Background: an optimization exercise with open tools, aiming at small area. Do not read the settings as production practice.
The RTL was checked by simulation tests, not by an equivalence proof against the original design.
Power is estimated from default activity; no workload was simulated.

run 1:
Design led_matrix_ctrl, start of the top module:
module led_matrix_ctrl (
    input  wire logic       clk_in,
    input  wire logic       reset,
    input  wire logic [7:0] byte_in,
    input  wire logic       byte_valid,
    input  wire logic       read_strobe,
    input  wire logic [2:0] read_row,
    input  wire logic [3:0] read_col,
    output logic [15:0]     pixel_out,
    output logic            pixel_valid,
    output logic [2:0]      rgb_enable,
    output logic [5:0]      brightness_enable
);
clock: 4.0 ns
lec_check: 0
cap_margin: 20
core_margin: 2
core_utilization: 55
cts_buf_list: sky130_fd_sc_hd__clkbuf_16
cts_cluster_diameter: 60
cts_cluster_size: 28
gpl_timing_driven: 0
place_density: 0.7
setup_slack_margin: 0.5
slew_margin: 20
synth_hierarchical: 1
run.sh (not shown) runs the stock make flow with config.mk's settings and CLKGATE_MAP_FILE= SYNTH_SCRIPT=/design/flow/synth_recipe.tcl, a recipe that flattens the netlist after the stock synthesis.
Run 1 ran to completion and came out clean on the timing, DRC and antenna checks.
Edits applied to the flow inputs when going from run 1 to run 2:
# run 1
export LEC_CHECK = 0
export CAP_MARGIN = 20
export CORE_MARGIN = 2
export CORE_UTILIZATION = 55
export CTS_BUF_LIST = sky130_fd_sc_hd__clkbuf_16
export CTS_CLUSTER_DIAMETER = 60
export CTS_CLUSTER_SIZE = 28
export GPL_TIMING_DRIVEN = 0
export PLACE_DENSITY = 0.7
export SETUP_SLACK_MARGIN = 0.5
export SLEW_MARGIN = 20
export SYNTH_HIERARCHICAL = 1
create_clock -name core_clock -period 4.0 [get_ports {clk_in}]
# run 2
export LEC_CHECK = 0
export CAP_MARGIN = 20
export CORE_MARGIN = 2
export CORE_UTILIZATION = 65
export CTS_BUF_LIST = sky130_fd_sc_hd__clkbuf_16
export CTS_CLUSTER_DIAMETER = 60
export CTS_CLUSTER_SIZE = 28
export GPL_TIMING_DRIVEN = 0
export PLACE_DENSITY = 0.75
export SLEW_MARGIN = 20
export SYNTH_HIERARCHICAL = 1
create_clock -name core_clock -period 4.0 [get_ports {clk_in}]
==> flow/flow/run.sh (new file) <==
#!/bin/bash
# The standard layout (standard.sh, the standard flow's own ORFS run) with two changes: the
# clock tree is built from clkbuf_16 leaf clusters of up to 28 flip-flops without
# dummy loads, and each port gets a buf_2 as its port buffer. Each tool's full
# output is in orfs/logs/; make's own output is in standard_flow.log.
set -o pipefail
bash standard.sh \
  "CTS_ARGS=-sink_clustering_enable -repair_clock_nets -sink_clustering_size 28 -sink_clustering_max_diameter 60 -buf_list sky130_fd_sc_hd__clkbuf_16 -dont_use_dummy_load" \
  "BUFFER_PORTS_ARGS=-buffer_cell sky130_fd_sc_hd__buf_2" \
  finish > standard_flow.log 2>&1
==> flow/standard.sh (new file) <==
#!/bin/bash
# synth_recipe.tcl (not shown) runs the flow's synth.tcl, then flattens the netlist and writes it again
# the make line also repeats each setting of config.mk as NAME=value (left out here)
make -C /OpenROAD-flow-scripts/flow DESIGN_CONFIG=/design/flow/config.mk WORK_HOME=/design/flow/orfs CLKGATE_MAP_FILE= SYNTH_SCRIPT=/design/flow/synth_recipe.tcl "${@:-finish}"
removed: flow/run.sh
==> comparison <==
- Completing all stages was not enough for run 2: its layout failed the final checks because of setup timing.
- The launching instance or port of the critical path comes out read_col[1] in one run and read_col[0] in the other, namely in run 2 and run 1 respectively.
- Higher met3 wirelength from detailed routing among run 1 and run 2: run 2
- Summary — fraction of area in multi-input gates, run 2 relative to run 1: higher, by 0.85 points.
- Capture point of the worst path = raw[1]: run 1; capture point of the worst path = raw[0]: run 2
- Combinational power share: run 2 vs run 1, no meaningful difference
- Summary of the comparison: post-route clock period utilization is higher in run 2, relative to run 1.
- The final setup slack of the worst path of run 2 was inferior to that of run 1.
- First-pass GRT wire length: run 2 better than run 1
- Changes observed in run 2 relative to run 1: highest clock rate lost 9.7%; design area decreased 2.5%; clock skew held.
- Comparing run 2 against run 1, there is no change at all in post-synthesis cell count.
- Measured against run 2, the number of non-clock buffers of run 1 comes out at 1.05 times the reference value.
Changes in run 3 relative to run 2:
# run 2
export LEC_CHECK = 0
export CAP_MARGIN = 20
export CORE_MARGIN = 2
export CORE_UTILIZATION = 65
export CTS_BUF_LIST = sky130_fd_sc_hd__clkbuf_16
export CTS_CLUSTER_DIAMETER = 60
export CTS_CLUSTER_SIZE = 28
export GPL_TIMING_DRIVEN = 0
export PLACE_DENSITY = 0.75
export SLEW_MARGIN = 20
export SYNTH_HIERARCHICAL = 1
create_clock -name core_clock -period 4.0 [get_ports {clk_in}]
# run 3
export LEC_CHECK = 0
export CAP_MARGIN = 20
export CORE_MARGIN = 2
export CORE_UTILIZATION = 60
export CTS_BUF_LIST = sky130_fd_sc_hd__clkbuf_16
export CTS_CLUSTER_DIAMETER = 60
export CTS_CLUSTER_SIZE = 28
export GPL_TIMING_DRIVEN = 0
export PLACE_DENSITY = 0.7
export SETUP_SLACK_MARGIN = 0.5
export SLEW_MARGIN = 20
export SYNTH_HIERARCHICAL = 1
create_clock -name core_clock -period 4.0 [get_ports {clk_in}]
[summary]
Every stage of the flow completed for run 3, and the final layout passed the timing, DRC and antenna checks.
Met2 routed wirelength: run 3 > run 2
HPWL after detailed placement was higher in run 3 than in run 2.
Run 3 packs its core looser than run 2.
Looking only at wire length, and setting everything else aside, the higher value of run 2 and run 3 goes to run 3.
Relative to run 3, the following input files were edited for run 4:
# run 3
export LEC_CHECK = 0
export CAP_MARGIN = 20
export CORE_MARGIN = 2
export CORE_UTILIZATION = 60
export CTS_BUF_LIST = sky130_fd_sc_hd__clkbuf_16
export CTS_CLUSTER_DIAMETER = 60
export CTS_CLUSTER_SIZE = 28
export GPL_TIMING_DRIVEN = 0
export PLACE_DENSITY = 0.7
export SETUP_SLACK_MARGIN = 0.5
export SLEW_MARGIN = 20
export SYNTH_HIERARCHICAL = 1
create_clock -name core_clock -period 4.0 [get_ports {clk_in}]
# run 4
export LEC_CHECK = 0
export CAP_MARGIN = 20
export CORE_MARGIN = 2
export CORE_UTILIZATION = 55
export CTS_BUF_LIST = sky130_fd_sc_hd__clkbuf_16
export CTS_CLUSTER_DIAMETER = 66
export CTS_CLUSTER_SIZE = 31
export GPL_TIMING_DRIVEN = 0
export PLACE_DENSITY = 0.7
export SETUP_SLACK_MARGIN = 0.5
export SLEW_MARGIN = 20
export SYNTH_HIERARCHICAL = 1
create_clock -name core_clock -period 4.0 [get_ports {clk_in}]
==> flow/run.sh (new file) <==
#!/bin/bash
# synth_recipe.tcl (not shown) runs the flow's synth.tcl, then flattens the netlist and writes it again
# the make line also repeats each setting of config.mk as NAME=value (left out here)
make -C /OpenROAD-flow-scripts/flow DESIGN_CONFIG=/design/flow/config.mk WORK_HOME=/design/flow/orfs CLKGATE_MAP_FILE= SYNTH_SCRIPT=/design/flow/synth_recipe.tcl finish
removed: flow/flow/run.sh
removed: flow/standard.sh
--- outcome ---
Run 4 vs run 3 — share of final-layout standard cells stronger than drive strength 1 rose 0.95 points. Compared run 3 against run 4; routed wire length within noise. Routed metal-1 wirelength of run 4 is on par with run 3. Met1 usage in global routing: run 4 vs run 3 down 5.8 points.

[re-timing with driven ports]
In the flow no input, the clock included, has a driving cell. The finished layouts below were timed again as built, in two steps. Step 1 (the two cells are an assumption about what drives the block):
set clk [get_ports {clk_in}]
set_driving_cell -lib_cell sky130_fd_sc_hd__clkbuf_16 $clk
set_driving_cell -lib_cell sky130_fd_sc_hd__buf_2 [delete_from_list [all_inputs] $clk]
Step 2 adds t to the input delays and takes it off the output delays; t is the mean of the earliest and latest rising clock arrival at the registers after step 1. Input paths then give back, and output paths get back, about the clock's delay inside the block. a / b / c = ideal ports / drivers / drivers and shift; a / b = the first two.
run | t, ns | slack for setup (ns) | pins driven straight from the clock port
run 1 | 0.873 | 0.267 / 0.221 / -0.652 | 1
run 2 | 0.842 | -0.134 / -0.113 / -0.955 | 1
run 3 | 0.873 | 0.297 / 0.350 / -0.523 | 1
run 4 | 0.888 | 0.287 / 0.254 / -0.634 | 1
With both steps, setup timing fails in run 1, run 3 and run 4, where it was met with ideal ports. The setup slack of run 4, which loses most, moves by -0.033 ns with the drivers and by -0.921 ns with both steps.
